What follows belongs to an exercise in optimizing a design on an open flow for small area, a short achievable clock period and few clock cycles per item; a production flow would make more cautious choices. The RTL was checked by simulation tests, not by an equivalence proof against the original design. Power is estimated from default activity; no workload was simulated.

Setup of JK:
// ordered_list_engine
module ordered_list_engine #(
  parameter int CAPACITY = 16
) (
  input  logic               clk_i,
  input  logic               rst_ni,
  input  logic               in_valid_i,
  output logic               in_stall_o,
  input  logic [1:0]         kind_i,
  input  logic signed [31:0] key_i,
  input  logic signed [31:0] item_i,
  output logic               out_valid_o,
  input  logic               out_stall_i,
  output logic signed [31:0] value_o,
  output logic [2:0]         status_o,
  output logic [4:0]         count_o,
  output logic               last_o
);
==> flow/config.mk <==
export PLATFORM = sky130hd
export DESIGN_NAME = ordered_list_engine
export DESIGN_NICKNAME = ordered_list_engine
export VERILOG_FILES = /design/flow/design.v
export SDC_FILE = /design/flow/constraint.sdc
export NUM_CORES = 4
export LEC_CHECK = 0
export CAP_MARGIN = 20
export CORE_MARGIN = 2
export CORE_UTILIZATION = 50
export SETUP_SLACK_MARGIN = 3.3
export SLEW_MARGIN = 20
==> flow/constraint.sdc <==
create_clock -name core_clock -period 6.0 [get_ports {clk_i}]
set_input_delay 1.2000 -clock core_clock [delete_from_list [all_inputs] [get_ports {clk_i}]]
set_output_delay 1.2000 -clock core_clock [all_outputs]
set_load 0.01 [all_outputs]
standard.sh (not shown) runs the stock make flow with config.mk's settings and CLKGATE_MAP_FILE= SYNTH_SCRIPT=/design/flow/synth_recipe.tcl, a recipe that flattens the netlist after the stock synthesis.
==> flow/flow/run.sh <==
#!/bin/bash
# The standard layout, with the port buffers made of plain buffers and the
# resizer free to change a cell's footprint (the platform default keeps each
# cell in its footprint, so the port buffers stay slow delay cells), and a
# clock tree without dummy loads.
set -euo pipefail
bash standard.sh MATCH_CELL_FOOTPRINT=0 \
  "BUFFER_PORTS_ARGS=-buffer_cell sky130_fd_sc_hd__buf_2" \
  "CTS_ARGS=-sink_clustering_enable -repair_clock_nets -dont_use_dummy_load" \
  finish > make.log 2>&1
JK: full flow OK, the timing, design-rule and antenna checks passed
Testbench counts of JK, summed over its fixed seeds: cycles 6,003, items 3,072.
#### Input delta (MS over JK)
- SETUP_SLACK_MARGIN changed from 3.3 to 3.45
==> comparison <==
- Summary of MS over JK: non-clock buffer count has increased; sequential cell fraction of total power has decreased; wire length has decreased; post-layout total power has increased.
- The met2 routing resource usage after global routing reported for MS is smaller than that of JK by 4.0 points.
- On clock latency reported for the late side of the worst-skew pair, MS and JK are basically level.
- As of MS, peak clock frequency supported by timing had risen by a little under 10% compared to JK.
- | utilization | MS vs JK | 1.5 points higher |

* * *

Setup of indigo:
Starting RTL as in the previous note.
clock: 6.0 ns
lec_check: 0
cap_margin: 20
core_margin: 2
core_utilization: 55
setup_slack_margin: 3.3
slew_margin: 20
Scripts as last shown in full above: flow/flow/run.sh
Testbench counts of indigo, summed over its fixed seeds: cycles 6,003, items 3,072.
--- input diff indigo..harbor ---
# indigo
export LEC_CHECK = 0
export CAP_MARGIN = 20
export CORE_MARGIN = 2
export CORE_UTILIZATION = 55
export SETUP_SLACK_MARGIN = 3.3
export SLEW_MARGIN = 20
create_clock -name core_clock -period 6.0 [get_ports {clk_i}]
# harbor
export LEC_CHECK = 0
export CAP_MARGIN = 20
export CORE_MARGIN = 2
export CORE_UTILIZATION = 45
export SETUP_SLACK_MARGIN = 3.3
export SLEW_MARGIN = 20
create_clock -name core_clock -period 6.0 [get_ports {clk_i}]
==> run notes <==
In harbor, number of non-clock buffers is higher than in indigo.
Min width of the die across indigo and harbor: indigo
The combined area of the multi-input logic cells of indigo and that of harbor are within noise of each other.
~same final routed wirelength across all metal layers in indigo and harbor
> inputs changed (harbor -> garnet)
# harbor
export LEC_CHECK = 0
export CAP_MARGIN = 20
export CORE_MARGIN = 2
export CORE_UTILIZATION = 45
export SETUP_SLACK_MARGIN = 3.3
export SLEW_MARGIN = 20
create_clock -name core_clock -period 6.0 [get_ports {clk_i}]
# garnet
export LEC_CHECK = 0
export CAP_MARGIN = 20
export CORE_MARGIN = 2
export CORE_UTILIZATION = 45
export SETUP_SLACK_MARGIN = 3.55
export SLEW_MARGIN = 20
create_clock -name core_clock -period 6.0 [get_ports {clk_i}]
### Flow results
Delta (garnet minus harbor): routed wire length went up 8.6%; final worst-path setup slack went up 0.23 ns; area added between synthesis and finish went up 6.6 points; clock power went up about 5%; sequential group power held.
Relative to garnet, the following input files were edited for maple:
# garnet
export LEC_CHECK = 0
export CAP_MARGIN = 20
export CORE_MARGIN = 2
export CORE_UTILIZATION = 45
export SETUP_SLACK_MARGIN = 3.55
export SLEW_MARGIN = 20
create_clock -name core_clock -period 6.0 [get_ports {clk_i}]
# maple
export LEC_CHECK = 0
export CAP_MARGIN = 20
export CORE_MARGIN = 2
export CORE_UTILIZATION = 50
export SETUP_SLACK_MARGIN = 3.6
export SLEW_MARGIN = 20
create_clock -name core_clock -period 6.0 [get_ports {clk_i}]
Every run in the comparison, garnet and maple, completed the flow with a clean layout.
Compared with garnet, in maple combinational cell fraction of total power went up by 2.1 points; overall routing resource usage went up by 6.1 points.
Of the two candidates, garnet has the better routed wire length and maple the worse one.
maple vs garnet, critical path startpoint: key_i[3] vs key_i[23]
garnet -> maple: count of inverters not on the clock network in the layout decreased by a few percent

* * *

Another version of the RTL of ordered_list_engine (not shown whole).
Size in the first run: ~3300 cells after synthesis, about 110 I/O pins, about 0.032 mm2 of cells after synthesis.
clock: 6.0 ns
lec_check: 0
cap_margin: 20
core_margin: 2
core_utilization: 45
setup_slack_margin: 3.3
slew_margin: 20
Scripts as last shown in full above: flow/flow/run.sh
The baseline produced a clean layout.
Testbench counts at the start, summed over its fixed seeds: cycles 6,003, items 3,072.
Rerun with:
- CORE_UTILIZATION: 45 -> 50
The new run finished with timing, DRC and antenna clean.
Non-clock buffer count came out higher by 5.
Critical path depth came out lower by 1.
Die area came out lower by 9.9%.
Worst setup slack got worse by 0.030 ns.
Count of clock-buffer cells in the layout came out lower by 1.
Hold slack improved by 0.0090 ns.
Via count came out higher by 2.1%.
Register-to-register slack got worse by 0.05 ns.

afterwards: timing with drivers on the ports:
In the flow no input, the clock included, has a driving cell. The finished layouts below were timed again as built, in two steps.
Step 1: set_driving_cell puts a clkbuf_16 on clk_i and a buf_2 on each other input, an assumption about the parent block.
Step 2 adds t to the input delays and takes it off the output delays; t is the mean of the earliest and latest rising clock arrival at the registers after step 1. Input paths then give back, and output paths get back, about the clock's delay inside the block.
a / b / c = ideal ports / drivers / drivers and shift; a / b = the first two.
| run | t (ns) | setup slack, ns | worst slew at a driven data input, ns |
|---|---|---|---|
| JK | 0.666 | 3.184 / 3.207 / 2.541 | 0.06 |
| MS | 0.672 | 3.423 / 3.461 / 2.789 | 0.08 |
| indigo | 0.665 | 3.202 / 3.240 / 2.575 | 0.05 |
| harbor | 0.673 | 3.237 / 3.241 / 2.568 | 0.07 |
| garnet | 0.667 | 3.466 / 3.492 / 2.825 | 0.10 |
| maple | 0.686 | 3.379 / 3.395 / 2.709 | 0.07 |
| the first run of note 3 | 0.666 | 3.224 / 3.240 / 2.586 | 0.08 |
| the second run of note 3 | 0.675 | 3.194 / 3.194 / 2.615 | 0.10 |
After both steps setup and hold are still met in every run listed. The setup slack of maple, which loses most, moves by +0.016 ns with the drivers and by -0.670 ns with both steps.
